Source: an optimization exercise on an open RTL-to-GDS flow (aim: small area and a short achievable clock period). Production flows keep margins and buffers that such runs may drop.
In this exercise RTL edits were held to simulation tests only and were not proved equivalent to the original.
Power is estimated from default activity; no workload was simulated.

--- flow/config.mk ---
export PLATFORM = sky130hd
export DESIGN_NAME = lsq_top
export DESIGN_NICKNAME = lsq_top
export VERILOG_FILES = /design/flow/design.v
export SDC_FILE = /design/flow/constraint.sdc
export NUM_CORES = 4
export LEC_CHECK = 0
export CAP_MARGIN = 20
export CORE_MARGIN = 2
export CORE_UTILIZATION = 40
export SLEW_MARGIN = 20
--- flow/constraint.sdc ---
create_clock -name core_clock -period 7.0 [get_ports {clock}]
set_input_delay 1.4000 -clock core_clock [delete_from_list [all_inputs] [get_ports {clock}]]
set_output_delay 1.4000 -clock core_clock [all_outputs]
set_load 0.01 [all_outputs]
--- flow/design.v ---
`default_nettype none
package lsq_pkg;
	parameter int XLEN = 32;
	parameter int ROB_ID_BITS = 5;
	parameter int PTR_BITS = 5;
	localparam logic [1:0] BYTE = 2'h0;
	localparam logic [1:0] HALF = 2'h1;
	localparam logic [1:0] WORD = 2'h2;
	localparam int LQ_ROW_W  = 2 + 1 + PTR_BITS;
	localparam int LQ_TAIL_L = 0;
	localparam int LQ_SIGN_B = PTR_BITS;
	localparam int LQ_SIZE_L = PTR_BITS + 1;
	localparam int SQ_ROW_W  = 2 + XLEN + XLEN;
	localparam int SQ_DATA_L = 0;
	localparam int SQ_ADDR_L = XLEN;
	localparam int SQ_SIZE_L = 2*XLEN;
endpackage
`default_nettype wire
`timescale 1ns/100ps
`default_nettype none
module lsq_top (
	input  wire logic        clock,
	input  wire logic        reset,
	input  wire logic        dispatch_valid,
	input  wire logic        dispatch_is_store,
	input  wire logic [4:0]  dispatch_rob_id,
	input  wire logic [1:0]  dispatch_size,
	input  wire logic        dispatch_is_signed,
	input  wire logic        load_done_valid,
	input  wire logic [4:0]  load_done_rob_id,
	input  wire logic [31:0] load_done_addr,
	input  wire logic [31:0] load_done_mem_data,
	input  wire logic        store_done_valid,
	input  wire logic [4:0]  store_done_rob_id,
	input  wire logic [31:0] store_done_addr,
	input  wire logic [31:0] store_done_data,
	input  wire logic        retire_load,
	input  wire logic        retire_store,
	output logic             load_result_valid,
	output logic [4:0]       load_result_rob_id,
	output logic [31:0]      load_result_data,
	output logic             load_result_forwarded,
	output logic             store_commit_valid,
	output logic [31:0]      store_commit_addr,
	output logic [31:0]      store_commit_data,
	output logic [1:0]       store_commit_size,
	output logic [4:0]       lq_free,
	output logic [4:0]       sq_free
);
	localparam int LQ = 16;
	localparam int SQ = 8;
	logic [3:0]       sq_head, sq_tail;      
	logic [3:0]       sq_cnt;
	logic             sq_full, sq_empty, sq_alloc, sq_retire;
	logic [SQ-1:0][4:0]  sq_rob;
	logic [SQ-1:0][1:0]  sq_size;
	logic [SQ-1:0][31:0] sq_addr;
	logic [SQ-1:0][31:0] sq_data;
	logic [SQ-1:0]       sq_complete;
	logic [SQ-1:0]       sq_wr, sq_done_hit, sq_head_oh;
	assign sq_cnt    = sq_tail - sq_head;
	assign sq_full   = sq_cnt[3];
	assign sq_empty  = (sq_head == sq_tail);
	assign sq_free   = 5'd8 - {1'b0, sq_cnt};
	assign sq_alloc  = dispatch_valid && dispatch_is_store && !sq_full;
	assign sq_retire = retire_store && !sq_empty;
	always_ff @(posedge clock) begin
		if (reset) begin
			sq_head <= '0;
			sq_tail <= '0;
		end else begin
			if (sq_alloc)  sq_tail <= sq_tail + 4'd1;
			if (sq_retire) sq_head <= sq_head + 4'd1;
		end
	end
	always_comb begin
		for (int j = 0; j < SQ; j++) begin
			sq_wr[j]       = sq_alloc && (sq_tail[2:0] == 3'(j));
			sq_done_hit[j] = store_done_valid && (sq_rob[j] == store_done_rob_id);
			sq_head_oh[j]  = (sq_head[2:0] == 3'(j));
		end
	end
	always_ff @(posedge clock) begin
		for (int j = 0; j < SQ; j++) begin
			if (sq_wr[j]) begin
				sq_rob[j]  <= dispatch_rob_id;
				sq_size[j] <= dispatch_size;
			end
			if (sq_done_hit[j]) begin
				sq_addr[j] <= store_done_addr;
				sq_data[j] <= store_done_data;
			end
			if (sq_wr[j])
				sq_complete[j] <= 1'b0;
			else if (sq_done_hit[j])
				sq_complete[j] <= 1'b1;
		end
	end
	always_comb begin
		store_commit_valid = sq_retire;
		store_commit_addr  = '0;
		store_commit_data  = '0;
		store_commit_size  = '0;
		for (int j = 0; j < SQ; j++) begin
			store_commit_addr = store_commit_addr | ({32{sq_head_oh[j]}} & sq_addr[j]);
			store_commit_data = store_commit_data | ({32{sq_head_oh[j]}} & sq_data[j]);
			store_commit_size = store_commit_size | ({2{sq_head_oh[j]}} & sq_size[j]);
		end
	end
	logic [4:0]       lq_head, lq_tail;      
	logic [4:0]       lq_cnt;
	logic             lq_full, lq_empty, lq_alloc, lq_retire;
	logic [LQ-1:0][4:0] lq_rob;
	logic [LQ-1:0][1:0] lq_size;
	logic [LQ-1:0]      lq_sign;
	logic [LQ-1:0][3:0] lq_stail;              
	logic [LQ-1:0]      lq_valid;
	assign lq_cnt    = lq_tail - lq_head;
	assign lq_full   = lq_cnt[4];
	assign lq_empty  = (lq_head == lq_tail);
	assign lq_free   = 5'd16 - lq_cnt;
	assign lq_alloc  = dispatch_valid && !dispatch_is_store && !lq_full;
	assign lq_retire = retire_load && !lq_empty;
	always_ff @(posedge clock) begin
		if (reset) begin
			lq_head <= '0;
			lq_tail <= '0;
		end else begin
			if (lq_alloc)  lq_tail <= lq_tail + 5'd1;
			if (lq_retire) lq_head <= lq_head + 5'd1;
		end
	end
	always_ff @(posedge clock) begin
		for (int i = 0; i < LQ; i++) begin
			if (lq_alloc && (lq_tail[3:0] == 4'(i))) begin
				lq_rob[i]   <= dispatch_rob_id;
				lq_size[i]  <= dispatch_size;
				lq_sign[i]  <= dispatch_is_signed;
				lq_stail[i] <= sq_tail;
			end
		end
	end
	always_ff @(posedge clock) begin
		if (reset) begin
			lq_valid <= '0;
		end else begin
			for (int i = 0; i < LQ; i++) begin
				if (lq_alloc && (lq_tail[3:0] == 4'(i)))
					lq_valid[i] <= 1'b1;
				else if (lq_retire && (lq_head[3:0] == 4'(i)))
					lq_valid[i] <= 1'b0;
			end
		end
	end
	logic [LQ-1:0] ld_hit_v;
	logic          ld_hit;
	logic [3:0]    ld_t;
	logic [1:0]    ld_size;
	logic          ld_sign;
	always_comb begin
		ld_t    = '0;
		ld_size = '0;
		ld_sign = 1'b0;
		for (int i = 0; i < LQ; i++) begin
			ld_hit_v[i] = lq_valid[i] && (lq_rob[i] == load_done_rob_id);
			ld_t    = ld_t    | ({4{ld_hit_v[i]}} & lq_stail[i]);
			ld_size = ld_size | ({2{ld_hit_v[i]}} & lq_size[i]);
			ld_sign = ld_sign | (ld_hit_v[i] & lq_sign[i]);
		end
		ld_hit = |ld_hit_v;
	end
	logic [SQ-1:0] below_h;
	logic [SQ-1:0] older;
	logic [SQ-1:0] cand;
	logic [SQ-1:0] sel;
	logic [SQ-1:0][SQ-1:0] younger_than;    
	always_comb begin
		for (int j = 0; j < SQ; j++) begin
			below_h[j] = (3'(j) < sq_head[2:0]);
		end
		for (int j = 0; j < SQ; j++) begin
			for (int k = 0; k < SQ; k++) begin
				if (k == j)
					younger_than[j][k] = 1'b0;
				else if (below_h[k] != below_h[j])
					younger_than[j][k] = below_h[k];
				else
					younger_than[j][k] = (k > j);
			end
		end
		for (int j = 0; j < SQ; j++) begin
			older[j] = sq_head[3] ^ below_h[j] ^ ld_t[3] ^ (3'(j) < ld_t[2:0]);
			cand[j]  = older[j] && sq_complete[j]
				&& (sq_addr[j] == load_done_addr) && (sq_size[j] == ld_size);
		end
		for (int j = 0; j < SQ; j++) begin
			sel[j] = cand[j] && !(|(cand & younger_than[j]));
		end
	end
	logic          res_valid;
	logic [4:0]    res_rob;
	logic [31:0]   res_mem;
	logic [SQ-1:0] res_sel;
	logic          res_fwd;
	logic [1:0]    res_size;
	logic          res_sign;
	always_ff @(posedge clock) begin
		if (reset)
			res_valid <= 1'b0;
		else
			res_valid <= load_done_valid && ld_hit;
	end
	always_ff @(posedge clock) begin
		res_rob  <= load_done_rob_id;
		res_mem  <= load_done_mem_data;
		res_sel  <= sel;
		res_fwd  <= |cand;
		res_size <= ld_size;
		res_sign <= ld_sign;
	end
	logic [31:0] fwd_data;
	logic [31:0] raw;
	always_comb begin
		fwd_data = '0;
		for (int j = 0; j < SQ; j++)
			fwd_data = fwd_data | ({32{res_sel[j]}} & sq_data[j]);
		raw = res_fwd ? fwd_data : res_mem;
		case (res_size)
			2'd0:    load_result_data = {{24{res_sign & raw[7]}}, raw[7:0]};
			2'd1:    load_result_data = {{16{res_sign & raw[15]}}, raw[15:0]};
			default: load_result_data = raw;
		endcase
	end
	assign load_result_valid     = res_valid;
	assign load_result_rob_id    = res_rob;
	assign load_result_forwarded = res_fwd;
endmodule
`default_nettype wire
--- flow/run.sh ---
#!/bin/bash
# synth_recipe.tcl (not shown) runs the flow's synth.tcl, then flattens the netlist and writes it again
# the make line also repeats each setting of config.mk as NAME=value (left out here)
make -C /OpenROAD-flow-scripts/flow DESIGN_CONFIG=/design/flow/config.mk WORK_HOME=/design/flow/orfs CLKGATE_MAP_FILE= SYNTH_SCRIPT=/design/flow/synth_recipe.tcl finish
==> results of run 1 <==
## placed cells by master, fill, tap and decap left out, types with 8 or more instances in the layout
cell and count:
edfxtp_1 760, a21oi_1 35, a221oi_1 79, a222oi_1 86, clkinv_2 13, clkbuf_8 10
nand2_1 138, a22o_1 79, o2111ai_1 8, clkbuf_1 24, xor2_1 218, nor4_1 47
clkdlybuf4s50_1 265, o221ai_1 8, inv_1 41, or4_1 9, nand4_1 178, nor3_1 13
mux2_2 62, clkinv_1 10, a22oi_1 37, nor4_2 14, xnor2_1 202, and3_4 8
dfxtp_1 89, and3_1 23, clkbuf_16 93, bufinv_16 8, nand3_1 53, buf_4 70
a31oi_1 42, ha_1 31, o211ai_1 16, nor2_1 120
## logic make-up after synthesis
family | count (synthesis) | share of synthesized area (%)
multiplexers | 65 | 1.943
AO/OA/AOI/OAI | 418 | 9.186
AND/OR/NAND/NOR | 642 | 9.139
adder cells (fa/ha/maj) | 36 | 1.242
flip-flops | 852 | 65.80
buffers and inverters | 215 | 2.483
XOR/XNOR | 427 | 10.21
## worst paths after layout
| path | startpoint | end | slack (ns) | depth (start not counted) |
|---|---|---|---|---|
| worst max-delay path | sq_head[2] | store_commit_data[9] | 1.25 | 7 |
| worst min-delay path | sq_complete[2] | sq_complete[2] | 0.47 | 2 |
| worst min register to register | sq_complete[2] | sq_complete[2] | 0.47 | 2 |
| worst max register to register | lq_rob[54] | res_sel[2] | 2.77 | 11 |
## power groups by stage
| stage | Sequential [µW] | Combinational (µW) | Clock (µW) |
|---|---|---|---|
| global route | 5730 | 2520 | 5300 |
| global placement | 5820 | 2360 | 0 |
| CTS | 5720 | 2390 | 5090 |
| detailed placement | 5830 | 2370 | 0 |
| finish | 5720 | 2370 | 5010 |
| floorplan | 5800 | 1110 | 0 |
## cell type report
type	instances	area share, %
inverters	43	0.3604
well taps	1254	3.503
clock inverters	48	1.294
diodes	2	0.01118
flip-flops and latches	852	55.09
multi-input cells	1588	26.85
clock buffers	127	5.705
repair buffers	340	7.186
## tightest hold or removal path, cell delays in order, from the launching register on
cell and delay, ns:
dfxtp_1 0.33, nor2_1 0.05, nor2_1 0.07
## flip-flops by register name, summed over array words and instances, names as in the netlist, 32 cells and up
register and count:
lq_stail 64, res_mem 32, sq_addr 256, sq_data 256, sq_rob 40, lq_size 32, lq_rob 80
## synthesized netlist by cell type (all sizes together) (7+ instances only)
library cell / instances
mux2: 62
and3: 31
clkbuf: 144
a222oi: 86
buf: 28
or4: 10
o211ai: 16
xnor2: 204
nor3: 18
nand2: 138
inv: 41
a22oi: 37
nand4: 179
xor2: 218
a22o: 79
a221oi: 79
o21ai: 7
nand3: 55
dfxtp: 92
edfxtp: 760
ha: 34
a31oi: 42
nor4: 62
o221ai: 8
a21oi: 35
nor2: 122
o2111ai: 8
## layer usage
| metal | vias to the layer above | track usage [%] | wire, µm |
|---|---|---|---|
| met2 | 1327 | 42.50 | 60540 |
| met3 | 190 | 5.762 | 11690 |
| met1 | 12840 | 33.73 | 49760 |
| met4 | 18 | 7.718 | 3101 |
| met5 | - | 0 | 121 |
| li1 | 10960 | - | - |
## stage by stage
step / instances / hold slack (ns) / total power [µW] / worst slack (ns) / instance area (µm²)
after global placement: 4077 / 0.4598 / 8187 / 1.047 / 41660
after CTS: 4252 / 0.4783 / 13200 / 1.220 / 44800
after global routing: 4253 / 0.5195 / 13540 / 1.141 / 44780
final: 4254 / 0.4730 / 13100 / 1.246 / 44780
after detailed placement: 4077 / 0.4646 / 8196 / 1.048 / 41660
after floorplan: 2655 / 0.4337 / 6912 / 2.379 / 37480
==> results.txt, run 1 <==
* Cts bufs inserted at 93
* Avg WL per Cell at 29.43 µm
* CTS sink count at around 850
* Worst-Margin Slew at 1.074 ns
* Vias in the first global route at approximately 25000
* Share of the synthesized area in the top cell type at between 60 and 70%
* Largest net degree at the start of global routing at 50
* Power Density at a little under 300 mW/mm²
* Critical path's largest stage delay at 0.84 ns
* Multi-input gate area at roughly 0.012 mm²
* Syn Nets at 2845
* Ratio of cells with drive above 1 in the final layout at 10.97%
* Initial drt markers at between 3000 and 4000
* Combinational share of power at between 10% and 20%
* Top cell by count, worst path: buf_4
* Clock power share at between 30% and 40%
* Critical path buffers and inverters at 3
* Antenna violations before repair at 11
* Worst Hold Class: reg -> reg
* Grt ovf at 0
* Synth area leaders: edfxtp_1 (61%), xor2_1 (5.1%), dfxtp_1 (4.9%), xnor2_1 (4.7%), nand4_1 (3.0%)
* Primary FF master, synth: edfxtp_1
* FFs w/ async S/R, synth at 0%
* # setup viols final at 0
* CP delay by family, top: buffers and inverters
* CP max-delay cell: ha_4
* Syn Area/Cell at between 10 and 15 µm²
* Max Root-Sink Buffers at 3
* Routed WL at about 130 mm
* Crit Path Max Fanout at 49
* Total GRT Usage at 25.68%
* CTS resizes at 0
* H-tree Lvls at 3
* Seq cells post-synth at between 800 and 900
* Root buf cell: clkbuf_16
* HPWL after DPL at between 80 and 90 mm
* Kind of critical path: reg -> out
* Req. time, crit path at ~5.6 ns
* Pleak at 0.01472 µW
* Worst clock skew at approximately 0.042 ns
* Drt first pass iters at 7
* Row count at 112
* CP cell instances: buf_4, ha_4, buf_4, a22o_1, a221oi_1, nand3_1, clkdlybuf4s50_1
* MaxCap Viol Count at 0
* Vias/cell at roughly 6.0
* Crit path DAT at around 4.4 ns
* Total core area at 0.09305 mm²
* Headroom to the max-slew limit at 28.37%
* Fin. max-slew vios at 0
* Minimum clock period at around 5.8 ns
* Fin Setup TNS at 0 ns
* First-pass GRT wire length at 179.2 mm
* Post-CTS Setup Repair Bufs at 0
* Sw Ratio at between 20% and 30%
* GP Congestion at a little under 0.9
* Gate count of the mapped netlist at around 2700
* Post-synth EDFFs at 760
* Die width at 310.1 µm
* Synth-to-layout area growth at 19.47%
* Yosys top cell by area: edfxtp_1
* Reg power frac at a little over two fifths
* Period utilisation layout at between 80% and 90%
* Int Power at around 9500 µW
* Filler instances at 8118
* Netlist cell types at 68
* Routed via count at 25340
* Post-synthesis sequential area ratio at 65.80%
* Die Ht at approximately 310 µm
* Port Buffers at roughly 270
* CTS Hold Buffers Added at 0
* Clock latency at the later pin of the worst-skew pair at slightly below 0.7 ns
* Sw power at about 3600 µW
* F_max at 173.8 MHz
* Final cell utilization of the core at between 40 and 50%
* DRC viols at 0
* RSZ-0062 raised after global routing: false
* Synth Cell Area at 0.03748 mm²
* Crit. End Element: output port
* Routed Antenna Nets at 0
* Yosys warning count at 1
* CTS tree: done
* Io pins at between 200 and 300
* Starting Density at 40.28%
* Final Hold Fails at 0
* Peak supply drop at 0.0001831 V
* Status: complete, no violations
* CTS clk-pin slew, worst paths at 0.06 ns
* Fin nets at just over 3000
* Register area at ~0.025 mm²
* Startpoint Class: flop
* Full die area at 0.09618 mm²
==> inputs of run 2 (changes only) <==
--- a/flow/design.v
+++ b/flow/design.v
@@ -51,5 +51,6 @@
 	localparam int SQ = 8;
 	logic [3:0]       sq_head, sq_tail;      
-	logic [3:0]       sq_cnt;
+	logic [3:0]       sq_free_q;             
+	logic [SQ-1:0]    sq_head_oh;            
 	logic             sq_full, sq_empty, sq_alloc, sq_retire;
 	logic [SQ-1:0][4:0]  sq_rob;
@@ -58,18 +59,26 @@
 	logic [SQ-1:0][31:0] sq_data;
 	logic [SQ-1:0]       sq_complete;
-	logic [SQ-1:0]       sq_wr, sq_done_hit, sq_head_oh;
-	assign sq_cnt    = sq_tail - sq_head;
-	assign sq_full   = sq_cnt[3];
-	assign sq_empty  = (sq_head == sq_tail);
-	assign sq_free   = 5'd8 - {1'b0, sq_cnt};
+	logic [SQ-1:0]       sq_wr, sq_done_hit;
+	assign sq_full   = (sq_free_q == 4'd0);
+	assign sq_empty  = sq_free_q[3];
+	assign sq_free   = {1'b0, sq_free_q};
 	assign sq_alloc  = dispatch_valid && dispatch_is_store && !sq_full;
 	assign sq_retire = retire_store && !sq_empty;
 	always_ff @(posedge clock) begin
 		if (reset) begin
-			sq_head <= '0;
-			sq_tail <= '0;
+			sq_head    <= '0;
+			sq_tail    <= '0;
+			sq_free_q  <= 4'd8;
+			sq_head_oh <= 8'd1;
 		end else begin
 			if (sq_alloc)  sq_tail <= sq_tail + 4'd1;
-			if (sq_retire) sq_head <= sq_head + 4'd1;
+			if (sq_retire) begin
+				sq_head    <= sq_head + 4'd1;
+				sq_head_oh <= {sq_head_oh[SQ-2:0], sq_head_oh[SQ-1]};
+			end
+			if (sq_alloc && !sq_retire)
+				sq_free_q <= sq_free_q - 4'd1;
+			else if (sq_retire && !sq_alloc)
+				sq_free_q <= sq_free_q + 4'd1;
 		end
 	end
@@ -78,5 +87,4 @@
 			sq_wr[j]       = sq_alloc && (sq_tail[2:0] == 3'(j));
 			sq_done_hit[j] = store_done_valid && (sq_rob[j] == store_done_rob_id);
-			sq_head_oh[j]  = (sq_head[2:0] == 3'(j));
 		end
 	end
@@ -108,6 +116,6 @@
 		end
 	end
-	logic [4:0]       lq_head, lq_tail;      
-	logic [4:0]       lq_cnt;
+	logic [3:0]       lq_head, lq_tail;
+	logic [4:0]       lq_free_q;             
 	logic             lq_full, lq_empty, lq_alloc, lq_retire;
 	logic [LQ-1:0][4:0] lq_rob;
@@ -116,17 +124,21 @@
 	logic [LQ-1:0][3:0] lq_stail;              
 	logic [LQ-1:0]      lq_valid;
-	assign lq_cnt    = lq_tail - lq_head;
-	assign lq_full   = lq_cnt[4];
-	assign lq_empty  = (lq_head == lq_tail);
-	assign lq_free   = 5'd16 - lq_cnt;
+	assign lq_full   = (lq_free_q == 5'd0);
+	assign lq_empty  = lq_free_q[4];
+	assign lq_free   = lq_free_q;
 	assign lq_alloc  = dispatch_valid && !dispatch_is_store && !lq_full;
 	assign lq_retire = retire_load && !lq_empty;
 	always_ff @(posedge clock) begin
 		if (reset) begin
-			lq_head <= '0;
-			lq_tail <= '0;
+			lq_head   <= '0;
+			lq_tail   <= '0;
+			lq_free_q <= 5'd16;
 		end else begin
-			if (lq_alloc)  lq_tail <= lq_tail + 5'd1;
-			if (lq_retire) lq_head <= lq_head + 5'd1;
+			if (lq_alloc)  lq_tail <= lq_tail + 4'd1;
+			if (lq_retire) lq_head <= lq_head + 4'd1;
+			if (lq_alloc && !lq_retire)
+				lq_free_q <= lq_free_q - 5'd1;
+			else if (lq_retire && !lq_alloc)
+				lq_free_q <= lq_free_q + 5'd1;
 		end
 	end
@@ -177,5 +189,5 @@
 	always_comb begin
 		for (int j = 0; j < SQ; j++) begin
-			below_h[j] = (3'(j) < sq_head[2:0]);
+			below_h[j] = |(sq_head_oh >> (j + 1));
 		end
 		for (int j = 0; j < SQ; j++) begin
@@ -198,11 +210,20 @@
 		end
 	end
+	logic [SQ-1:0] fillv;
+	logic          mem_fill;
+	always_comb begin
+		for (int j = 0; j < SQ; j++)
+			fillv[j] = ld_sign && ((ld_size == 2'd0) ? sq_data[j][7] : sq_data[j][15]);
+		mem_fill = ld_sign && ((ld_size == 2'd0) ? load_done_mem_data[7] : load_done_mem_data[15]);
+	end
 	logic          res_valid;
 	logic [4:0]    res_rob;
 	logic [31:0]   res_mem;
 	logic [SQ-1:0] res_sel;
+	logic [SQ-1:0] res_fillv;
+	logic          res_mem_fill;
 	logic          res_fwd;
-	logic [1:0]    res_size;
-	logic          res_sign;
+	logic          res_byte;
+	logic          res_word;
 	always_ff @(posedge clock) begin
 		if (reset)
@@ -212,23 +233,25 @@
 	end
 	always_ff @(posedge clock) begin
-		res_rob  <= load_done_rob_id;
-		res_mem  <= load_done_mem_data;
-		res_sel  <= sel;
-		res_fwd  <= |cand;
-		res_size <= ld_size;
-		res_sign <= ld_sign;
-	end
-	logic [31:0] fwd_data;
+		res_rob      <= load_done_rob_id;
+		res_mem      <= load_done_mem_data;
+		res_sel      <= sel;
+		res_fillv    <= fillv;
+		res_mem_fill <= mem_fill;
+		res_fwd      <= |cand;
+		res_byte     <= (ld_size == 2'd0);
+		res_word     <= ld_size[1];
+	end
 	logic [31:0] raw;
-	always_comb begin
-		fwd_data = '0;
-		for (int j = 0; j < SQ; j++)
-			fwd_data = fwd_data | ({32{res_sel[j]}} & sq_data[j]);
-		raw = res_fwd ? fwd_data : res_mem;
-		case (res_size)
-			2'd0:    load_result_data = {{24{res_sign & raw[7]}}, raw[7:0]};
-			2'd1:    load_result_data = {{16{res_sign & raw[15]}}, raw[15:0]};
-			default: load_result_data = raw;
-		endcase
+	logic        fill;
+	always_comb begin
+		raw  = {32{!res_fwd}} & res_mem;
+		fill = !res_fwd && res_mem_fill;
+		for (int j = 0; j < SQ; j++) begin
+			raw  = raw | ({32{res_sel[j]}} & sq_data[j]);
+			fill = fill | (res_sel[j] && res_fillv[j]);
+		end
+		load_result_data[7:0]   = raw[7:0];
+		load_result_data[15:8]  = res_byte ? {8{fill}} : raw[15:8];
+		load_result_data[31:16] = res_word ? raw[31:16] : {16{fill}};
 	end
 	assign load_result_valid     = res_valid;
--- a/flow/config.mk
+++ b/flow/config.mk
@@ -9,3 +9,4 @@
 export CORE_MARGIN = 2
 export CORE_UTILIZATION = 40
+export SETUP_SLACK_MARGIN = 3.5
 export SLEW_MARGIN = 20
==> results.txt, run 2 <==
* GP Congestion at 0.9367 (was 0.8917)
* Regs by FF count: sq_addr: 256 flops, sq_data: 256 flops, lq_rob: 80 flops (unchanged)
* Antenna violations before repair at 14 (was 11)
* CP max-delay cell: dlygate4sd2_1 (was ha_4)
* Kind of critical path: in -> reg (was reg -> out)
* Share of the synthesized area in the top cell type at 60.73% (was 60.88%)
* HPWL after DPL at 81.55 mm (was 82.54 mm)
* CTS tree: done (unchanged)
* Netlist cell types at 69 (was 68)
* Fin. max-slew vios at 0 (unchanged)
* DRC viols at 0 (unchanged)
* Startpoint Class: input port (was flop)
* Power Density at 238.4 mW/mm² (was 292.5 mW/mm²)
* Cts bufs inserted at 93 (unchanged)
* Largest net degree at the start of global routing at 44 (was 50)
* Critical path's largest stage delay at 0.59 ns (was 0.84 ns)
* Final Hold Fails at 0 (unchanged)
* Full die area at 0.09642 mm² (was 0.09618 mm²)
* Peak supply drop at 0.0001938 V (was 0.0001831 V)
* Seq cells post-synth at 875 (was 852)
* Avg WL per Cell at 32.00 µm (was 29.43 µm)
* Syn Area/Cell at 14.12 µm² (about the same)
* Reg2Reg Setup Slack at 3.59 ns (was 2.77 ns)
* Total core area at 0.09319 mm² (was 0.09305 mm²)
* # setup viols final at 0 (unchanged)
* CTS sink count at 875 (was 852)
* Max Root-Sink Buffers at 3 (unchanged)
* Headroom to the max-slew limit at 26.09% (was 28.37%)
* H-tree Lvls at 3 (unchanged)
* Hold Path Sink: sq_complete[5] (was sq_complete[2])
* Worst hold start: sq_complete[5] (was sq_complete[2])
* Post-synth EDFFs at 760 (unchanged)
* Yosys top cell by area: edfxtp_1 (unchanged)
* Routed WL at 140.7 mm (was 125.2 mm)
* Syn Nets at 2840 (was 2845)
* Synth cell count leaders: edfxtp_1 (760), a22oi_1 (292), xnor2_1 (231) (was edfxtp_1 (760), xor2_1 (218), xnor2_1 (202))
* Drt first pass iters at 6 (was 7)
* F_max at 249.5 MHz (was 173.8 MHz)
* Worst Hold Class: reg -> reg (unchanged)
* Crit. End Element: flop (was output port)
* CP cell instances: dlygate4sd2_1, xnor2_1, nand4_1, nor4_1, nand4_1, nor4_2, nand4_1, buf_4, buf_6, a221o_1, nor4_2 (was buf_4, ha_4, buf_4, a22o_1, a221oi_1, nand3_1, clkdlybuf4s50_1)
* Top cell by count, worst path: nand4_1 (was buf_4)
* Filler instances at 7769 (was 8118)
* Crit path DAT at 4.58 ns (was 4.35 ns)
* Total GRT Usage at 28.37% (was 25.68%)
* Ratio of cells with drive above 1 in the final layout at 22.50% (was 10.97%)
* MaxCap Viol Count at 0 (unchanged)
* Post-synthesis sequential area ratio at 66.85% (was 65.80%)
* Clock latency at the later pin of the worst-skew pair at 0.68 ns (was 0.69 ns)
* Vias/cell at 6.184 (was 5.957)
* Final cell utilization of the core at 51.77% (was 48.13%)
* Worst R2R Path Depth at 13 (was 11)
* Synth-to-layout area growth at 28.37% (was 19.47%)
* Fin nets at 3235 (was 3108)
* Most frequent cells in the layout: edfxtp_1 (760), a22oi_1 (257), nand4_1 (216) (was edfxtp_1 (760), clkdlybuf4s50_1 (265), xor2_1 (218))
* Yosys warning count at 1 (unchanged)
* Period utilisation layout at 57.27% (was 82.20%)
* CTS clk-pin slew, worst paths at 0.06 ns (about the same)
* First-pass GRT wire length at 197.9 mm (was 179.2 mm)
* CP delay by family, top: simple AND/OR/NAND/NOR gates (was buffers and inverters)
* Initial drt markers at 3621 (was 3478)
* R2R Path Start: lq_rob[33] (was lq_rob[54])
* Worst clock skew at 0.03217 ns (was 0.04200 ns)
* Commonest non-fill, non-tap cell in the layout: edfxtp_1 (unchanged)
* Gate count of the mapped netlist at 2662 (was 2655)
* Count leader, synth: edfxtp_1 (unchanged)
* Critical path buffers and inverters at 3 (unchanged)
* Synth area leaders: edfxtp_1 (61%), dfxtp_1 (6.1%), a22oi_1 (5.8%), xnor2_1 (5.4%), xor2_1 (4.2%) (was edfxtp_1 (61%), xor2_1 (5.1%), dfxtp_1 (4.9%), xnor2_1 (4.7%), nand4_1 (3.0%))
* Row count at 112 (unchanged)
* Routed via count at 27200 (was 25340)
* Routed Antenna Nets at 0 (unchanged)
* Starting Density at 40.33% (was 40.28%)
* RR Endpoint: res_sel[5] (was res_sel[2])
* Fin Setup TNS at 0 ns (unchanged)
* Vias in the first global route at 26790 (was 25350)
* Grt ovf at 0 (unchanged)
* Synth Cell Area at 0.03758 mm² (was 0.03748 mm²)
* Die Ht at 310.5 µm (was 310.1 µm)
* Status: complete, no violations (unchanged)
* Primary FF master, synth: edfxtp_1 (unchanged)
* Fin Hold WS at 0.5036 ns (was 0.4730 ns)
* Port Buffers at 268 (was 269)
* Io pins at 270 (unchanged)
* FFs w/ async S/R, synth at 0% (unchanged)
* RSZ-0062 raised after global routing: true (was false)
* Crit Path Max Fanout at 8 (was 49)
* Req. time, crit path at 7.57 ns (was 5.60 ns)
* Die width at 310.5 µm (was 310.1 µm)
* Worst-Margin Slew at 1.107 ns (was 1.074 ns)
* Root buf cell: clkbuf_16 (unchanged)
* Hold path depth at 2 (unchanged)
* Pleak at 0.01599 µW (was 0.01472 µW)
* Minimum clock period at 4.009 ns (was 5.754 ns)
==> run 2: cell types whose count changed in the layout (fill, tap and decap cells not counted), moves of 35 or more <==
cell | previous run | this run
a22oi_1 | 37 | 257
clkdlybuf4s50_1 | 265 | 128
a222oi_1 | 86 | 9
xor2_1 | 218 | 155
mux2_2 | 62 | 1
nor2_1 | 120 | 63
nand2_1 | 138 | 85
buf_2 | 4 | 51
buf_4 | 70 | 110
buf_6 | 0 | 38
nand4_1 | 178 | 216
a31oi_1 | 42 | 5
buf_12 | 1 | 37
a22oi_2 | 0 | 35
==> run 2: kinds of logic after synthesis <==
| group | after synthesis | share of synthesized area [%] |
|---|---|---|
| XOR/XNOR | 421 | 10.12 |
| multiplexers | 3 | 0.08323 |
| flip-flops | 875 | 66.85 |
| adder cells (fa/ha/maj) | 24 | 0.8390 |
| other | 1 | 0.009978 |
| AND/OR/NAND/NOR | 566 | 8.510 |
| buffers and inverters | 220 | 2.487 |
| AO/OA/AOI/OAI | 552 | 11.09 |
==> run 2: layout make-up <==
class / instances / area, µm² / area share (%)
clock buffers: 129 / 2585 / 5.358
well taps: 1254 / 1569 / 3.252
multi-input cells: 1572 / 13350 / 27.68
inverters: 49 / 190.2 / 0.3942
clock inverters: 47 / 495.5 / 1.027
flip-flops and latches: 875 / 25170 / 52.17
repair buffers: 466 / 4866 / 10.09
diodes: 6 / 15.01 / 0.03112
==> run 2: power breakdown <==
group / switching [µW] / total (µW) / internal, µW
Combinational: 427 / 702 / 275
Clock: 2110 / 5010 / 2890
Sequential: 56.8 / 5790 / 5740
==> run 2: worst max path at each step <==
| stage | start | to | depth (start not counted) |
|---|---|---|---|
| floorplan | load_done_rob_id[2] | res_sel[5] | 12 |
| global placement | load_done_rob_id[3] | res_sel[4] | 11 |
| detailed placement | load_done_rob_id[3] | res_sel[4] | 12 |
| CTS | res_sel[2] | load_result_data[19] | 9 |
| global route | load_done_rob_id[1] | res_sel[0] | 16 |
| finish | load_done_addr[17] | res_sel[4] | 11 |
==> run 2: tightest hold or removal path, cell delays in order (launching register included) <==
cell	delay, ns
dfxtp_1	0.32
nor2_1	0.10
nor2_1	0.05
==> run 2: what timing repair did <==
| item | CTS | global route |
|---|---|---|
| buffers inserted | 112 | 10 |
| gates cloned | 17 | 3 |
| endpoints found under the setup margin | 327 | 156 |
| pin swaps | 107 | 46 |
| resized for setup | 706 | 100 |
| hold buffers | 0 | 0 |
==> run 2: through the flow <==
stage | area [µm²] | std cells | setup slack [ns] | power (µW)
2_1_floorplan | 37750 | 2662 | 2.840 | 6178
3_3_place_gp | 41760 | 4074 | 0.8915 | 6520
3_5_place_dp | 41760 | 4074 | 0.7350 | 6530
4_1_cts | 47990 | 4379 | 3.103 | 11550
5_1_grt | 48240 | 4395 | 2.928 | 11790
6_report | 48240 | 4398 | 2.991 | 11500
==> run 2: routing by layer <==
metal / up-vias / global-route usage, % / part of all wire [%] / routed length (µm)
met4: 10 / 13.52 / 5.3 / 7402
met1: 13700 / 36.69 / 38 / 53320
met5: - / 0 / 0.050 / 70
met3: 404 / 5.513 / 9.3 / 13100
met2: 1789 / 45.96 / 47 / 66830
li1: 11300 / - / - / -
==> inputs of run 3 (changes only) <==
==> flow/flow/run.sh (new file) <==
#!/bin/bash
# The standard layout (the standard.sh, standard synthesis included), except that the
# port buffers are plain sky130_fd_sc_hd__buf_2 cells instead of the delay buffers that
# buffer_ports picks on its own. Every input and output port still gets its buffer.
set -euo pipefail
export BUFFER_PORTS_ARGS="-buffer_cell sky130_fd_sc_hd__buf_2"
bash standard.sh finish > standard_make.log 2>&1
==> flow/standard.sh (new file) <==
#!/bin/bash
# synth_recipe.tcl (not shown) runs the flow's synth.tcl, then flattens the netlist and writes it again
# the make line also repeats each setting of config.mk as NAME=value (left out here)
make -C /OpenROAD-flow-scripts/flow DESIGN_CONFIG=/design/flow/config.mk WORK_HOME=/design/flow/orfs CLKGATE_MAP_FILE= SYNTH_SCRIPT=/design/flow/synth_recipe.tcl "${@:-finish}"
--- a/flow/config.mk
+++ b/flow/config.mk
@@ -9,4 +9,6 @@
 export CORE_MARGIN = 2
 export CORE_UTILIZATION = 40
-export SETUP_SLACK_MARGIN = 3.5
+export CTS_CLUSTER_DIAMETER = 60
+export CTS_CLUSTER_SIZE = 20
+export SETUP_SLACK_MARGIN = 3.2
 export SLEW_MARGIN = 20
removed: flow/run.sh
==> results.txt, run 3 <==
* Status: complete, no violations (unchanged)
* Drt first pass iters at 8 (was 6)
* CP max-delay cell: nor4_1 (was dlygate4sd2_1)
* Commonest non-fill, non-tap cell in the layout: edfxtp_1 (unchanged)
* Starting Density at 40.33% (unchanged)
* Fin nets at 3133 (was 3235)
* Power Density at 245.1 mW/mm² (was 238.4 mW/mm²)
* CTS sink count at 875 (unchanged)
* Ratio of cells with drive above 1 in the final layout at 22.53% (was 22.50%)
* Worst R2R Path Depth at 13 (unchanged)
* CP cell instances: buf_2, xnor2_1, nand4_1, nor4_1, nand4_1, nor4_1, nand4_1, a221o_1, nor4_1 (was dlygate4sd2_1, xnor2_1, nand4_1, nor4_1, nand4_1, nor4_2, nand4_1, buf_4, buf_6, a221o_1, nor4_2)
* Port Buffers at 268 (unchanged)
* Full die area at 0.09642 mm² (unchanged)
* H-tree Lvls at 3 (unchanged)
* Post-Synth Simple-Gate Area at 8.510% (unchanged)
* R2R Path Start: lq_rob[11] (was lq_rob[33])
* Gate count of the mapped netlist at 2662 (unchanged)
* Yosys top cell by area: edfxtp_1 (unchanged)
* Die width at 310.5 µm (unchanged)
* Primary FF master, synth: edfxtp_1 (unchanged)
* Filler instances at 7945 (was 7769)
* Vias in the first global route at 26060 (was 26790)
* Worst hold start: sq_complete[5] (unchanged)
* Hold path depth at 2 (unchanged)
* Avg WL per Cell at 31.48 µm (was 32.00 µm)
* Multi-input gate area at 0.01250 mm² (was 0.01335 mm²)
* Grt ovf at 0 (unchanged)
* MaxCap Viol Count at 0 (unchanged)
* Total GRT Usage at 26.77% (was 28.37%)
* Total core area at 0.09319 mm² (unchanged)
* Metal2 WL at 63.65 mm (was 66.83 mm)
* Crit path DAT at 4.41 ns (was 4.58 ns)
* Count leader, synth: edfxtp_1 (unchanged)
* Antenna violations before repair at 24 (was 14)
* Post-synth EDFFs at 760 (unchanged)
* Syn Area/Cell at 14.12 µm² (unchanged)
* Compound-Gate Fraction of Synth Area at 11.09% (unchanged)
* Largest family of logic cells by synthesized area: compound AO/OA/AOI/OAI gates (unchanged)
* Post-synthesis adder-cell area fraction at 0.8390% (unchanged)
* HPWL after DPL at 81.55 mm (about the same)
* Register area at 0.02517 mm² (about the same)
* Worst Hold Class: reg -> reg (unchanged)
* FFs w/ async S/R, synth at 0% (unchanged)
* Cts bufs inserted at 80 (was 93)
* DRC viols at 0 (unchanged)
* Kind of critical path: in -> reg (unchanged)
* Fin Setup TNS at 0 ns (unchanged)
* Die Ht at 310.5 µm (unchanged)
* Worst-Margin Slew at 1.088 ns (was 1.107 ns)
* # setup viols final at 0 (unchanged)
* Initial drt markers at 3387 (was 3621)
* Pleak at 0.01497 µW (was 0.01599 µW)
* Synth Cell Area at 0.03758 mm² (unchanged)
* Routed length on met1 at 52.28 mm (was 53.32 mm)
* Most frequent cells in the layout: edfxtp_1 (760), a22oi_1 (291), buf_2 (259) (was edfxtp_1 (760), a22oi_1 (257), nand4_1 (216))
* Largest net degree at the start of global routing at 50 (was 44)
* Max Used Layer: met5 (unchanged)
* Power, Total at 11090 µW (was 11500 µW)
* Post-synthesis mux area share at 0.08323% (unchanged)
* Routed via count at 26380 (was 27200)
* Seq cells post-synth at 875 (unchanged)
* Critical path's largest stage delay at 0.79 ns (was 0.59 ns)
* Row count at 112 (unchanged)
* Peak supply drop at 0.0002225 V (was 0.0001938 V)
* Worst slack, placed at 1.485 ns (was 0.7350 ns)
* Routed wire length on met3 at 12.46 mm (was 13.10 mm)
* Io pins at 270 (unchanged)
* Minimum clock period at 3.851 ns (was 4.009 ns)
* Fin. max-slew vios at 0 (unchanged)
* Crit. End Element: flop (unchanged)
* Routed Antenna Nets at 0 (unchanged)
* Post-synthesis sequential area ratio at 66.85% (unchanged)
* Synth cell count leaders: edfxtp_1 (760), a22oi_1 (292), xnor2_1 (231) (unchanged)
* Synth-to-layout area growth at 20.36% (was 28.37%)
* Fin worst setup slack at 3.149 ns (was 2.991 ns)
* CTS clk-pin slew, worst paths at 0.07 ns (was 0.06 ns)
* Crit Path Max Fanout at 8 (unchanged)
* Period utilisation layout at 55.01% (was 57.27%)
* RSZ-0062 raised after global routing: true (unchanged)
* Netlist cell types at 69 (unchanged)
* Final Hold Fails at 0 (unchanged)
* Syn Nets at 2840 (unchanged)
* Share of the synthesized area in the top cell type at 60.73% (unchanged)
* Post-Synth XOR/XNOR Area at 10.12% (unchanged)
* F_max at 259.7 MHz (was 249.5 MHz)
* Worst clock skew at 0.04472 ns (was 0.03217 ns)
* Placed Cells incl. Taps at 4051 (was 4074)
* Root buf cell: clkbuf_16 (unchanged)
* Clock latency at the later pin of the worst-skew pair at 0.70 ns (was 0.68 ns)
* CTS tree: done (unchanged)
* Routed WL at 134.9 mm (was 140.7 mm)
* Max Root-Sink Buffers at 3 (unchanged)
* Final Non-Filler Cells at 4286 (was 4398)
* Vias/cell at 6.155 (was 6.184)
* Startpoint Class: input port (unchanged)
* Yosys warning count at 1 (unchanged)
* Setup crit start: load_done_addr[31] (was load_done_addr[17])
* Final cell utilization of the core at 48.54% (was 51.77%)
* GP Congestion at 0.9333 (was 0.9367)
* First-pass GRT wire length at 188.4 mm (was 197.9 mm)
* Regs by FF count: sq_addr: 256 flops, sq_data: 256 flops, lq_rob: 80 flops (unchanged)
* Headroom to the max-slew limit at 26.79% (was 26.09%)
* Req. time, crit path at 7.56 ns (was 7.57 ns)
* Synth area leaders: edfxtp_1 (61%), dfxtp_1 (6.1%), a22oi_1 (5.8%), xnor2_1 (5.4%), xor2_1 (4.2%) (unchanged)
[run 3: cell counts after synthesis]
Identical to the previous run, type by type.
[run 3: kinds of logic (layout without fill, tap and decap cells)]
kind of cell / Yosys count / in the layout
AO/OA/AOI/OAI: 552 / 552
XOR/XNOR: 421 / 421
adder cells (fa/ha/maj): 24 / 24
buffers and inverters: 220 / 581
flip-flops: 875 / 875
multiplexers: 3 / 3
other: 1 / 10
AND/OR/NAND/NOR: 566 / 566
[run 3: where the power goes]
group	leakage, µW	total, µW	internal (µW)	switching, µW
sequential	0.00783	5790	5730	55.7
clock	0.00136	4700	2440	2250
combinational	0.00578	607	210	397
total	0.0150	11100	8380	2700
[run 3: path summary, 6_finish.rpt]
check / end / slack, ns
max: res_sel[4] / 3.15
min: sq_complete[5] / 0.50
max reg2reg: res_sel[0] / 3.63
min reg2reg: sq_complete[5] / 0.50
[run 3: stage by stage]
stage	hold slack, ns	area [µm²]
2_1_floorplan	0.4399	37750
3_3_place_gp	0.4609	40240
3_5_place_dp	0.4801	40240
4_1_cts	0.5029	44320
5_1_grt	0.5328	45230
6_report	0.4972	45230
[run 3: what timing repair did]
item,in CTS,in global routing
pin swaps,28,15
hold buffers,0,0
hold endpoints to repair,0,0
endpoints found under the setup margin,89,28
resized for setup,135,74
gates cloned,6,8
buffers inserted,39,23
[run 3: cell type report]
class                   count  area share (%)
multi-input cells        1567           27.63
flip-flops and latches    875           55.65
repair buffers            382           6.614
inverters                  49          0.4066
clock inverters            63           1.649
diodes                      9         0.04979
well taps                1254           3.469
clock buffers              87           4.531
[run 3: layer usage]
metal / up-vias / GRT usage [%]
met5: - / 0
met4: 30 / 11.85
met3: 336 / 6.114
met2: 1492 / 43.10
met1: 13440 / 34.61
li1: 11080 / -
[run 3: critical path: cells and delay by family]
kind            cells  cell delay (ns)
compound gates      1             0.32
xor+xnor            1             0.32
simple gates        6             2.18
buf+inv             1             0.18
==> inputs of run 4 (changes only) <==
--- a/flow/config.mk
+++ b/flow/config.mk
@@ -9,6 +9,6 @@
 export CORE_MARGIN = 2
 export CORE_UTILIZATION = 40
-export CTS_CLUSTER_DIAMETER = 60
-export CTS_CLUSTER_SIZE = 20
+export CTS_CLUSTER_DIAMETER = 70
+export CTS_CLUSTER_SIZE = 25
 export SETUP_SLACK_MARGIN = 3.2
 export SLEW_MARGIN = 20
==> results.txt, run 4 <==
* Status: complete, no violations (unchanged)
* Antenna violations before repair at 24 (unchanged)
* Post-synthesis sequential area ratio at 66.85% (unchanged)
* Crit. End Element: output port (was flop)
* Fin worst setup slack at 3.144 ns (was 3.149 ns)
* Fin Setup TNS at 0 ns (unchanged)
* Critical path's largest stage delay at 0.38 ns (was 0.79 ns)
* Total core area at 0.09319 mm² (unchanged)
* Vias/cell at 6.218 (was 6.155)
* Critical path buffers and inverters at 4 (was 1)
* Synth Cell Area at 0.03758 mm² (unchanged)
* Worst Hold Class: reg -> reg (unchanged)
* Starting Density at 40.33% (unchanged)
* Routed Antenna Nets at 0 (unchanged)
* # setup viols final at 0 (unchanged)
* Final Hold Fails at 0 (unchanged)
* Io pins at 270 (unchanged)
* Syn Area/Cell at 14.12 µm² (unchanged)
* Row count at 112 (unchanged)
* Synth cell count leaders: edfxtp_1 (760), a22oi_1 (292), xnor2_1 (231) (unchanged)
* RSZ-0062 raised after global routing: true (unchanged)
* Drt first pass iters at 7 (was 8)
* Yosys warning count at 1 (unchanged)
* F_max at 259.4 MHz (was 259.7 MHz)
* Commonest non-fill, non-tap cell in the layout: edfxtp_1 (unchanged)
* CTS sink count at 875 (unchanged)
* Filler instances at 8087 (was 7945)
* MaxCap Viol Count at 0 (unchanged)
* Post-synth EDFFs at 760 (unchanged)
* Full die area at 0.09642 mm² (unchanged)
* Worst clock skew at 0.03368 ns (was 0.04472 ns)
* RR Endpoint: res_fwd (was res_sel[0])
* CP delay by family, top: buffers and inverters (was simple AND/OR/NAND/NOR gates)
* Hold path depth at 2 (unchanged)
* Root buf cell: clkbuf_16 (unchanged)
* Vias in the first global route at 25800 (was 26060)
* Synth-to-layout area growth at 17.54% (was 20.36%)
* Cts bufs inserted at 53 (was 80)
* Kind of critical path: reg -> out (was in -> reg)
* Primary FF master, synth: edfxtp_1 (unchanged)
* Req. time, crit path at 5.60 ns (was 7.56 ns)
* Power Density at 225.3 mW/mm² (was 245.1 mW/mm²)
* Minimum clock period at 3.856 ns (was 3.851 ns)
* Startpoint Class: flop (was input port)
* Hold Path Sink: sq_complete[5] (unchanged)
* Yosys top cell by area: edfxtp_1 (unchanged)
* CTS tree: done (unchanged)
* H-tree Lvls at 2 (was 3)
* Die width at 310.5 µm (unchanged)
* Fin. max-slew vios at 0 (unchanged)
* Crit path DAT at 2.46 ns (was 4.41 ns)
* Most frequent cells in the layout: edfxtp_1 (760), a22oi_1 (292), buf_2 (259) (was edfxtp_1 (760), a22oi_1 (291), buf_2 (259))
* Grt ovf at 0 (unchanged)
* Total GRT Usage at 26.59% (was 26.77%)
* CTS clk-pin slew, worst paths at 0.10 ns (was 0.07 ns)
* Headroom to the max-slew limit at 25.48% (was 26.79%)
* Max Root-Sink Buffers at 3 (unchanged)
* CP cell instances: buf_6, a221oi_2, nand3_2, buf_4, nor2_4, buf_12, a31oi_1, buf_2 (was buf_2, xnor2_1, nand4_1, nor4_1, nand4_1, nor4_1, nand4_1, a221o_1, nor4_1)
* Power, Total at 9950 µW (was 11090 µW)
* Pleak at 0.01443 µW (was 0.01497 µW)
* First-pass GRT wire length at 187.4 mm (was 188.4 mm)
* Netlist cell types at 69 (unchanged)
* Fin nets at 3093 (was 3133)
* CP max-delay cell: buf_6 (was nor4_1)
* Routed WL at 133.9 mm (was 134.9 mm)
* Largest net degree at the start of global routing at 50 (unchanged)
* Gate count of the mapped netlist at 2662 (unchanged)
* Routed via count at 26230 (was 26380)
* Synth area leaders: edfxtp_1 (61%), dfxtp_1 (6.1%), a22oi_1 (5.8%), xnor2_1 (5.4%), xor2_1 (4.2%) (unchanged)
* FFs w/ async S/R, synth at 0% (unchanged)
* GP Congestion at 0.9333 (unchanged)
* Avg WL per Cell at 31.75 µm (was 31.48 µm)
* Peak supply drop at 0.0001729 V (was 0.0002225 V)
* Count leader, synth: edfxtp_1 (unchanged)
* Clock latency at the later pin of the worst-skew pair at 0.68 ns (was 0.70 ns)
* Regs by FF count: sq_addr: 256 flops, sq_data: 256 flops, lq_rob: 80 flops (unchanged)
* Worst hold start: sq_complete[5] (unchanged)
* Reg2Reg Setup Slack at 3.61 ns (was 3.63 ns)
* HPWL after DPL at 81.55 mm (unchanged)
* Die Ht at 310.5 µm (unchanged)
* Worst-Margin Slew at 1.116 ns (was 1.088 ns)
* Crit Path Max Fanout at 33 (was 8)
* Seq cells post-synth at 875 (unchanged)
* R2R Path Start: lq_rob[62] (was lq_rob[11])
* Worst slack, placed at 1.485 ns (unchanged)
* Port Buffers at 268 (unchanged)
* Syn Nets at 2840 (unchanged)
* Ratio of cells with drive above 1 in the final layout at 21.07% (was 22.53%)
* Worst R2R Path Depth at 11 (was 13)
* Initial drt markers at 3113 (was 3387)
* Period utilisation layout at 55.08% (was 55.01%)
* DRC viols at 0 (unchanged)
* Share of the synthesized area in the top cell type at 60.73% (unchanged)
## run 4: cell counts after synthesis
Identical to the previous run, type by type.
## run 4: layout make-up
| cell class | instances | area (µm²) | share of cell area, % |
|---|---|---|---|
| flip-flops and latches | 875 | 25170 | 56.99 |
| multi-input cells | 1567 | 12530 | 28.36 |
| repair buffers | 369 | 2824 | 6.393 |
| well taps | 1254 | 1569 | 3.552 |
| clock buffers | 61 | 1398 | 3.164 |
| clock inverters | 36 | 479.2 | 1.085 |
| inverters | 49 | 183.9 | 0.4164 |
| diodes | 7 | 17.52 | 0.03966 |
## run 4: metrics by stage
step / std cells / hold WS, ns / utilization, % / area (µm²)
final: 4218 / 0.4994 / 47.40 / 44170
after global routing: 4217 / 0.5368 / 47.40 / 44170
after CTS: 4195 / 0.5068 / 46.61 / 43440
after detailed placement: 4051 / 0.4801 / 43.19 / 40240
after global placement: 4051 / 0.4609 / 43.18 / 40240
after floorplan: 2662 / 0.4399 / - / 37750
## run 4: worst register-to-register path, stage by stage (launching register included)
cell	delay, ns
edfxtp_1	0.47
xor2_4	0.22
nor4_4	0.45
nand4_1	0.29
o2111ai_2	0.18
nor4_4	0.11
xnor2_4	0.23
xnor3_4	0.53
nand4_1	0.22
buf_4	0.19
nand2_4	0.04
or3_1	0.36
## run 4: cell families after synthesis
logic type	count (synthesis)	synth area share [%]
adders and majority gates	24	0.8390
other	1	0.009978
muxes	3	0.08323
xor gates and xnor gates	421	10.12
DFF	875	66.85
and+or+nand+nor	566	8.510
AOI/OAI and AO/OA	552	11.09
buffers and inverters	220	2.487
## run 4: worst max-delay path by stage
stage / startpoint / to / cells past startpoint
final: res_sel[5] / load_result_data[13] / 8
after global routing: res_sel[2] / load_result_data[22] / 9
after CTS: res_sel[2] / load_result_data[22] / 9
after detailed placement: load_done_rob_id[4] / res_sel[0] / 11
after global placement: load_done_rob_id[3] / res_sel[4] / 11
after floorplan: load_done_rob_id[2] / res_sel[5] / 12
## run 4: metal layers
layer  up-vias  wire [µm]  part of all wire (%)  global-route usage, %
met5         -        168                  0.13                      0
met4        26       6064                   4.5                  11.28
met3       331      12600                   9.4                  5.106
met2      1509      62850                    47                  43.26
met1     13410      52250                    39                  34.82
li1      10950          -                     -                      -
## run 4: what timing repair did
item,in CTS,in global routing
hold buffers,0,0
gates resized for setup,132,76
buffers inserted,41,11
hold endpoints to repair,0,0
cloned,6,5
setup endpoints to repair,89,30
pin swaps,27,22
## run 4: report_power, final
group | internal [µW] | switching (µW)
clock | 1620 | 1950
sequential | 5730 | 58.7
combinational | 202 | 394
==> inputs of run 5 (changes only) <==
--- a/flow/design.v
+++ b/flow/design.v
@@ -50,5 +50,6 @@
 	localparam int LQ = 16;
 	localparam int SQ = 8;
-	logic [3:0]       sq_head, sq_tail;      
+	logic [3:0]       sq_tail;               
+	logic             sq_head_wrap;          
 	logic [3:0]       sq_free_q;             
 	logic [SQ-1:0]    sq_head_oh;            
@@ -67,5 +68,5 @@
 	always_ff @(posedge clock) begin
 		if (reset) begin
-			sq_head    <= '0;
+			sq_head_wrap <= 1'b0;
 			sq_tail    <= '0;
 			sq_free_q  <= 4'd8;
@@ -74,5 +75,5 @@
 			if (sq_alloc)  sq_tail <= sq_tail + 4'd1;
 			if (sq_retire) begin
-				sq_head    <= sq_head + 4'd1;
+				sq_head_wrap <= sq_head_wrap ^ sq_head_oh[SQ-1];
 				sq_head_oh <= {sq_head_oh[SQ-2:0], sq_head_oh[SQ-1]};
 			end
@@ -202,5 +203,5 @@
 		end
 		for (int j = 0; j < SQ; j++) begin
-			older[j] = sq_head[3] ^ below_h[j] ^ ld_t[3] ^ (3'(j) < ld_t[2:0]);
+			older[j] = sq_head_wrap ^ below_h[j] ^ ld_t[3] ^ (3'(j) < ld_t[2:0]);
 			cand[j]  = older[j] && sq_complete[j]
 				&& (sq_addr[j] == load_done_addr) && (sq_size[j] == ld_size);
==> results.txt, run 5 <==
* Vias in the first global route at 25590 (was 25800)
* Synth-to-layout area growth at 18.11% (was 17.54%)
* HPWL after DPL at 77.34 mm (was 81.55 mm)
* Post-Synth Simple-Gate Area at 8.225% (was 8.510%)
* Fin. max-slew vios at 0 (unchanged)
* Crit Path Max Fanout at 33 (unchanged)
* Initial drt markers at 3228 (was 3113)
* Synth Cell Area at 0.03754 mm² (was 0.03758 mm²)
* Post-Synth XOR/XNOR Area at 9.941% (was 10.12%)
* Compound-Gate Fraction of Synth Area at 11.52% (was 11.09%)
* Total GRT Usage at 25.25% (was 26.59%)
* RSZ-0062 raised after global routing: true (unchanged)
* Count leader, synth: edfxtp_1 (unchanged)
* Req. time, crit path at 5.60 ns (about the same)
* Most frequent cells in the layout: edfxtp_1 (760), a22oi_1 (298), buf_2 (256) (was edfxtp_1 (760), a22oi_1 (292), buf_2 (259))
* Max Root-Sink Buffers at 3 (unchanged)
* Fin nets at 3069 (was 3093)
* Post-synth EDFFs at 760 (unchanged)
* Avg WL per Cell at 30.22 µm (was 31.75 µm)
* Fin Setup TNS at 0 ns (unchanged)
* First-pass GRT wire length at 177.3 mm (was 187.4 mm)
* CTS sink count at 872 (was 875)
* Register area at 0.02511 mm² (was 0.02517 mm²)
* FFs w/ async S/R, synth at 0% (unchanged)
* Cts bufs inserted at 50 (was 53)
* Regs by FF count: sq_addr: 256 flops, sq_data: 256 flops, lq_rob: 80 flops (unchanged)
* Routed via count at 25810 (was 26230)
* MaxCap Viol Count at 0 (unchanged)
* Seq cells post-synth at 872 (was 875)
* H-tree Lvls at 2 (unchanged)
* Port Buffers at 268 (unchanged)
* Pleak at 0.01447 µW (was 0.01443 µW)
* Post-synthesis mux area share at 0.07998% (was 0.08323%)
* Yosys warning count at 1 (unchanged)
* Crit path DAT at 2.44 ns (was 2.46 ns)
* Worst Hold Class: reg -> reg (unchanged)
* Die width at 310.4 µm (was 310.5 µm)
* Primary FF master, synth: edfxtp_1 (unchanged)
* Period utilisation layout at 54.88% (was 55.08%)
* Io pins at 270 (unchanged)
* Worst slack, placed at 1.652 ns (was 1.485 ns)
* Startpoint Class: flop (unchanged)
* Filler instances at 8064 (was 8087)
* Status: complete, no violations (unchanged)
* # setup viols final at 0 (unchanged)
* DRC viols at 0 (unchanged)
* Routed WL at 126.9 mm (was 133.9 mm)
* Peak supply drop at 0.0001925 V (was 0.0001729 V)
* F_max at 260.3 MHz (was 259.4 MHz)
* Drt first pass iters at 6 (was 7)
* Largest family of logic cells by synthesized area: compound AO/OA/AOI/OAI gates (unchanged)
* Fin worst setup slack at 3.158 ns (was 3.144 ns)
* Row count at 112 (unchanged)
* Yosys top cell by area: edfxtp_1 (unchanged)
* Fin Hold WS at 0.4955 ns (was 0.4994 ns)
* Post-synthesis adder-cell area fraction at 0.8065% (was 0.8390%)
* Grt ovf at 0 (unchanged)
* Synth cell count leaders: edfxtp_1 (760), a22oi_1 (299), xor2_1 (211) (was edfxtp_1 (760), a22oi_1 (292), xnor2_1 (231))
* Worst-Margin Slew at 1.048 ns (was 1.116 ns)
* Starting Density at 40.29% (was 40.33%)
* Final Hold Fails at 0 (unchanged)
* Syn Nets at 2825 (was 2840)
* CTS tree: done (unchanged)
* Power Density at 220.3 mW/mm² (was 225.3 mW/mm²)
* Crit. End Element: output port (unchanged)
* Netlist cell types at 78 (was 69)
* Largest net degree at the start of global routing at 57 (was 50)
* Die Ht at 310.4 µm (was 310.5 µm)
* Commonest non-fill, non-tap cell in the layout: edfxtp_1 (unchanged)
* GP Congestion at 0.9081 (was 0.9333)
* Headroom to the max-slew limit at 30.14% (was 25.48%)
* Kind of critical path: reg -> out (unchanged)
* Routed Antenna Nets at 0 (unchanged)
* Root buf cell: clkbuf_16 (unchanged)
* Gate count of the mapped netlist at 2648 (was 2662)
* Full die area at 0.09633 mm² (was 0.09642 mm²)
* CTS Hold Buffers Added at 0 (unchanged)
* Total core area at 0.09319 mm² (unchanged)
* Vias/cell at 6.149 (was 6.218)
* CTS clk-pin slew, worst paths at 0.10 ns (about the same)
* Multi-input gate area at 0.01300 mm² (was 0.01253 mm²)
* Synth area leaders: edfxtp_1 (61%), a22oi_1 (6.0%), dfxtp_1 (6.0%), xor2_1 (4.9%), xnor2_1 (4.5%) (was edfxtp_1 (61%), dfxtp_1 (6.1%), a22oi_1 (5.8%), xnor2_1 (5.4%), xor2_1 (4.2%))
* Clock latency at the later pin of the worst-skew pair at 0.68 ns (about the same)
* Post-synthesis sequential area ratio at 66.76% (was 66.85%)
* Antenna violations before repair at 12 (was 24)
* Placed Cells incl. Taps at 4028 (was 4051)
* Ratio of cells with drive above 1 in the final layout at 23.07% (was 21.07%)
* Final Non-Filler Cells at 4198 (was 4218)
* Minimum clock period at 3.842 ns (was 3.856 ns)
* Worst clock skew at 0.04928 ns (was 0.03368 ns)
* Share of the synthesized area in the top cell type at 60.79% (was 60.73%)
* Syn Area/Cell at 14.18 µm² (was 14.12 µm²)
-- run 5: changes by cell type in the layout (fill, tap and decap cells not counted), moves of 10 or more --
cell	previous run	this run
xnor2_1	225	178
nand4_1	216	188
nand2_1	85	62
xor2_2	26	45
a21oi_1	54	68
xor2_1	148	162
a31oi_1	12	1
xnor2_2	5	15
-- run 5: cells by family (layout without fill, tap and decap cells) --
kind of cell,after synthesis,in the layout
AO/OA/AOI/OAI,584,584
other,1,11
buffers and inverters,226,512
XOR/XNOR,416,416
adder cells (fa/ha/maj),23,23
flip-flops,872,872
multiplexers,3,3
AND/OR/NAND/NOR,523,523
-- run 5: per-stage QoR --
step | util [%] | instance area (µm²) | total power, µW
2_1_floorplan | - | 37720 | 6162
3_3_place_gp | 43.06 | 40130 | 6403
3_5_place_dp | 43.06 | 40130 | 6419
4_1_cts | 46.21 | 43060 | 9787
5_1_grt | 47.57 | 44330 | 10030
6_report | 47.58 | 44340 | 9768
-- run 5: cell type report --
| type | instances | share of cell area, % |
|---|---|---|
| Inverter | 55 | 0.4684 |
| Antenna cell | 10 | 0.05643 |
| Sequential cell | 872 | 56.62 |
| Multi-Input combinational cell | 1550 | 29.32 |
| Timing Repair Buffer | 363 | 6.151 |
| Clock inverter | 33 | 0.8126 |
| Tap cell | 1254 | 3.538 |
| Clock buffer | 61 | 3.033 |
-- run 5: worst max-delay path: stages, from the launching register on --
cell	delay, ns
dfxtp_1	0.40
buf_12	0.27
a222oi_1	0.11
nand3_1	0.11
buf_6	0.12
nor2_4	0.05
buf_12	0.18
a21oi_1	0.30
buf_2	0.21
-- run 5: worst paths after layout --
path,startpoint,to,slack (ns),depth (start not counted)
hold / removal,sq_complete[0],sq_complete[0],0.50,2
hold reg to reg,sq_complete[0],sq_complete[0],0.50,2
setup reg to reg,sq_head_oh[4],res_sel[1],3.45,12
setup / recovery,res_sel[7],load_result_data[21],3.16,8
-- run 5: repair_timing --
item / in CTS / in global routing
buffers inserted: 30 / 25
setup endpoints to repair: 110 / 43
gates cloned: 3 / 8
pin swaps: 21 / 57
resized for setup: 146 / 130
-- run 5: layer usage --
metal,part of all wire [%],global-route usage (%)
met1,39,33.13
met2,49,42.64
met3,8.5,3.753
met4,3.5,8.977
met5,0.023,0
-- run 5: report_power, final --
part	internal [µW]	switching, µW	leakage (µW)
Combinational	209	386	0.00583
Clock	1500	1900	0.000832
Sequential	5710	62.5	0.00781
==> inputs of run 6 (changes only) <==
--- a/flow/config.mk
+++ b/flow/config.mk
@@ -9,6 +9,6 @@
 export CORE_MARGIN = 2
 export CORE_UTILIZATION = 40
-export CTS_CLUSTER_DIAMETER = 70
-export CTS_CLUSTER_SIZE = 25
+export CTS_CLUSTER_DIAMETER = 80
+export CTS_CLUSTER_SIZE = 30
 export SETUP_SLACK_MARGIN = 3.2
 export SLEW_MARGIN = 20
==> results.txt, run 6 <==
* Commonest non-fill, non-tap cell in the layout: edfxtp_1 (unchanged)
* Share of the synthesized area in the top cell type at 60.79% (unchanged)
* Synth area leaders: edfxtp_1 (61%), a22oi_1 (6.0%), dfxtp_1 (6.0%), xor2_1 (4.9%), xnor2_1 (4.5%) (unchanged)
* Critical path's largest stage delay at 0.38 ns (was 0.40 ns)
* GR peak layer: met2 (unchanged)
* Post-synthesis adder-cell area fraction at 0.8065% (unchanged)
* Primary FF master, synth: edfxtp_1 (unchanged)
* Req. time, crit path at 5.60 ns (about the same)
* Crit Path Max Fanout at 33 (unchanged)
* Last element of the critical path: load_result_data[22] (was load_result_data[21])
* Grt ovf at 0 (unchanged)
* Synth Cell Area at 0.03754 mm² (unchanged)
* Largest net degree at the start of global routing at 57 (unchanged)
* Kind of critical path: reg -> out (unchanged)
* Vias in the first global route at 25230 (was 25590)
* Starting Density at 40.29% (unchanged)
* H-tree Lvls at 2 (unchanged)
* Setup crit start: res_sel[3] (was res_sel[7])
* Minimum clock period at 3.857 ns (was 3.842 ns)
* Post-synthesis sequential area ratio at 66.76% (unchanged)
* Headroom to the max-slew limit at 31.45% (was 30.14%)
* Worst R2R Path Depth at 11 (was 12)
* Clock latency at the later pin of the worst-skew pair at 0.67 ns (was 0.68 ns)
* Worst slack, placed at 1.652 ns (unchanged)
* CP delay by family, top: buffers and inverters (unchanged)
* Status: complete, no violations (unchanged)
* CTS tree: done (unchanged)
* CP Depth at 8 (unchanged)
* Count leader, synth: edfxtp_1 (unchanged)
* Ratio of cells with drive above 1 in the final layout at 21.57% (was 23.07%)
* Met1 Use GR at 33.51% (was 33.13%)
* Cts bufs inserted at 43 (was 50)
* Met3 usage at 3.440% (was 3.753%)
* Period utilisation layout at 55.10% (was 54.88%)
* Largest family of logic cells by synthesized area: compound AO/OA/AOI/OAI gates (unchanged)
* Die Ht at 310.4 µm (unchanged)
* Antenna violations before repair at 12 (unchanged)
* Full die area at 0.09633 mm² (unchanged)
* Routed via count at 25450 (was 25810)
* Sw power at 2315 µW (was 2348 µW)
* Syn Area/Cell at 14.18 µm² (unchanged)
* CTS sink count at 872 (unchanged)
* GP Congestion at 0.9081 (unchanged)
* Crit path DAT at 2.46 ns (was 2.44 ns)
* Compound-Gate Fraction of Synth Area at 11.52% (unchanged)
* Total GRT Usage at 25.17% (was 25.25%)
* Post-synth EDFFs at 760 (unchanged)
* Fin Setup TNS at 0 ns (unchanged)
* DRC viols at 0 (unchanged)
* Worst-Margin Slew at 1.019 ns (was 1.048 ns)
* Root buf cell: clkbuf_16 (unchanged)
* Yosys top cell by area: edfxtp_1 (unchanged)
* Regs by FF count: sq_addr: 256 flops, sq_data: 256 flops, lq_rob: 80 flops (unchanged)
* Worst Hold Class: reg -> reg (unchanged)
* Final Hold Fails at 0 (unchanged)
* CP max-delay cell: dfxtp_1 (unchanged)
* RSZ-0062 raised after global routing: true (unchanged)
* Routed Antenna Nets at 0 (unchanged)
* Yosys warning count at 1 (unchanged)
* First-pass GRT wire length at 176.8 mm (was 177.3 mm)
* Sw Ratio at 24.28% (was 24.03%)
* Most frequent cells in the layout: edfxtp_1 (760), a22oi_1 (298), buf_2 (255) (was edfxtp_1 (760), a22oi_1 (298), buf_2 (256))
* Avg WL per Cell at 30.10 µm (was 30.22 µm)
* Synth-to-layout area growth at 16.66% (was 18.11%)
* Seq cells post-synth at 872 (unchanged)
* Total core area at 0.09319 mm² (unchanged)
* Power, Total at 9536 µW (was 9768 µW)
* Netlist cell types at 78 (unchanged)
* Initial drt markers at 3225 (was 3228)
* Power Density at 217.7 mW/mm² (was 220.3 mW/mm²)
* F_max at 259.3 MHz (was 260.3 MHz)
==> run 6: cell count changes in the layout (fill, tap and decap cells not counted), moves of 6 or more <==
cell	delta
clkinv_8	+6
clkbuf_16	-9
xor2_2	+7
inv_6	-8
buf_4	-10
xor2_4	-8
==> run 6: repair_timing <==
item	CTS	global route
cloned	3	7
hold buffers	0	0
gates resized for setup	151	89
buffers inserted	31	13
pin swaps	19	35
setup endpoints to repair	110	42
==> run 6: layout make-up <==
type | count | area (µm²)
diodes | 12 | 30.03
clock buffers | 49 | 1120
clock inverters | 30 | 414.1
fillers | 8083 | 49390
inverters | 55 | 207.7
multi-input cells | 1550 | 12740
flip-flops and latches | 872 | 25110
well taps | 1254 | 1569
repair buffers | 351 | 2618
==> run 6: power by group through the flow <==
stage	Clock, µW	Combinational, µW	Sequential (µW)
after floorplan	0	290	5870
after global placement	0	513	5890
after detailed placement	0	525	5890
after CTS	3230	559	5770
after global routing	3410	624	5780
final	3180	585	5770
==> run 6: how the worst min path moves through the flow <==
| stage | start | to | slack, ns | cells after the start |
|---|---|---|---|---|
| 2_1_floorplan | sq_complete[0] | sq_complete[0] | 0.44 | 2 |
| 3_3_place_gp | sq_complete[1] | sq_complete[1] | 0.47 | 2 |
| 3_5_place_dp | sq_complete[1] | sq_complete[1] | 0.48 | 2 |
| 4_1_cts | sq_complete[1] | sq_complete[1] | 0.50 | 2 |
| 5_1_grt | sq_complete[1] | sq_complete[1] | 0.52 | 2 |
| 6_report | sq_complete[0] | sq_complete[0] | 0.49 | 2 |
==> run 6: cell families after synthesis <==
group | after synthesis
other | 1
XOR/XNOR | 416
buffers and inverters | 226
multiplexers | 3
adder cells (fa/ha/maj) | 23
AND/OR/NAND/NOR | 523
flip-flops | 872
AO/OA/AOI/OAI | 584
==> run 6: tightest hold or removal path: stages (launching register included) <==
cell and delay, ns:
dfxtp_1 0.35, nor2_1 0.05, nor2_1 0.07
==> run 6: through the flow <==
stage | util (%) | hold WS (ns) | std cells
after floorplan | - | 0.4400 | 2648
after global placement | 43.06 | 0.4666 | 4028
after detailed placement | 43.06 | 0.4751 | 4028
after CTS | 46.08 | 0.5045 | 4141
after global routing | 46.99 | 0.5247 | 4167
final | 47.00 | 0.4941 | 4173
==> run 6: per-layer routing <==
layer / vias to the layer above / wire [µm]
li1: 10820 / -
met1: 13040 / 49620
met2: 1334 / 61520
met3: 249 / 10320
met4: 6 / 4125
met5: - / 34

==> re-timing with driven ports <==
The flow's constraints put no driver on any port. The routed layouts listed below were extracted and timed again, unchanged, in two steps.
Step 1, drivers: a clkbuf_16 drives clock and a buf_2 each remaining input, both assumed.
Step 2, shift: input delay + t, output delay - t, t = (earliest + latest rising clock arrival at the registers) / 2. This alone moves slack from input paths to output paths.
a / b / c = no drivers / after step 1 / after step 2; a / b = the first two.
run | t (ns) | slack for setup (ns)
run 1 | 0.740 | 1.246 / 1.173 / 1.049
run 2 | 0.738 | 2.991 / 3.043 / 2.305
run 3 | 0.744 | 3.149 / 3.088 / 2.344
run 4 | 0.736 | 3.144 / 3.066 / 2.348
run 5 | 0.718 | 3.158 / 3.030 / 2.312
run 6 | 0.706 | 3.143 / 3.038 / 2.332
After both steps every run listed still meets setup and hold.
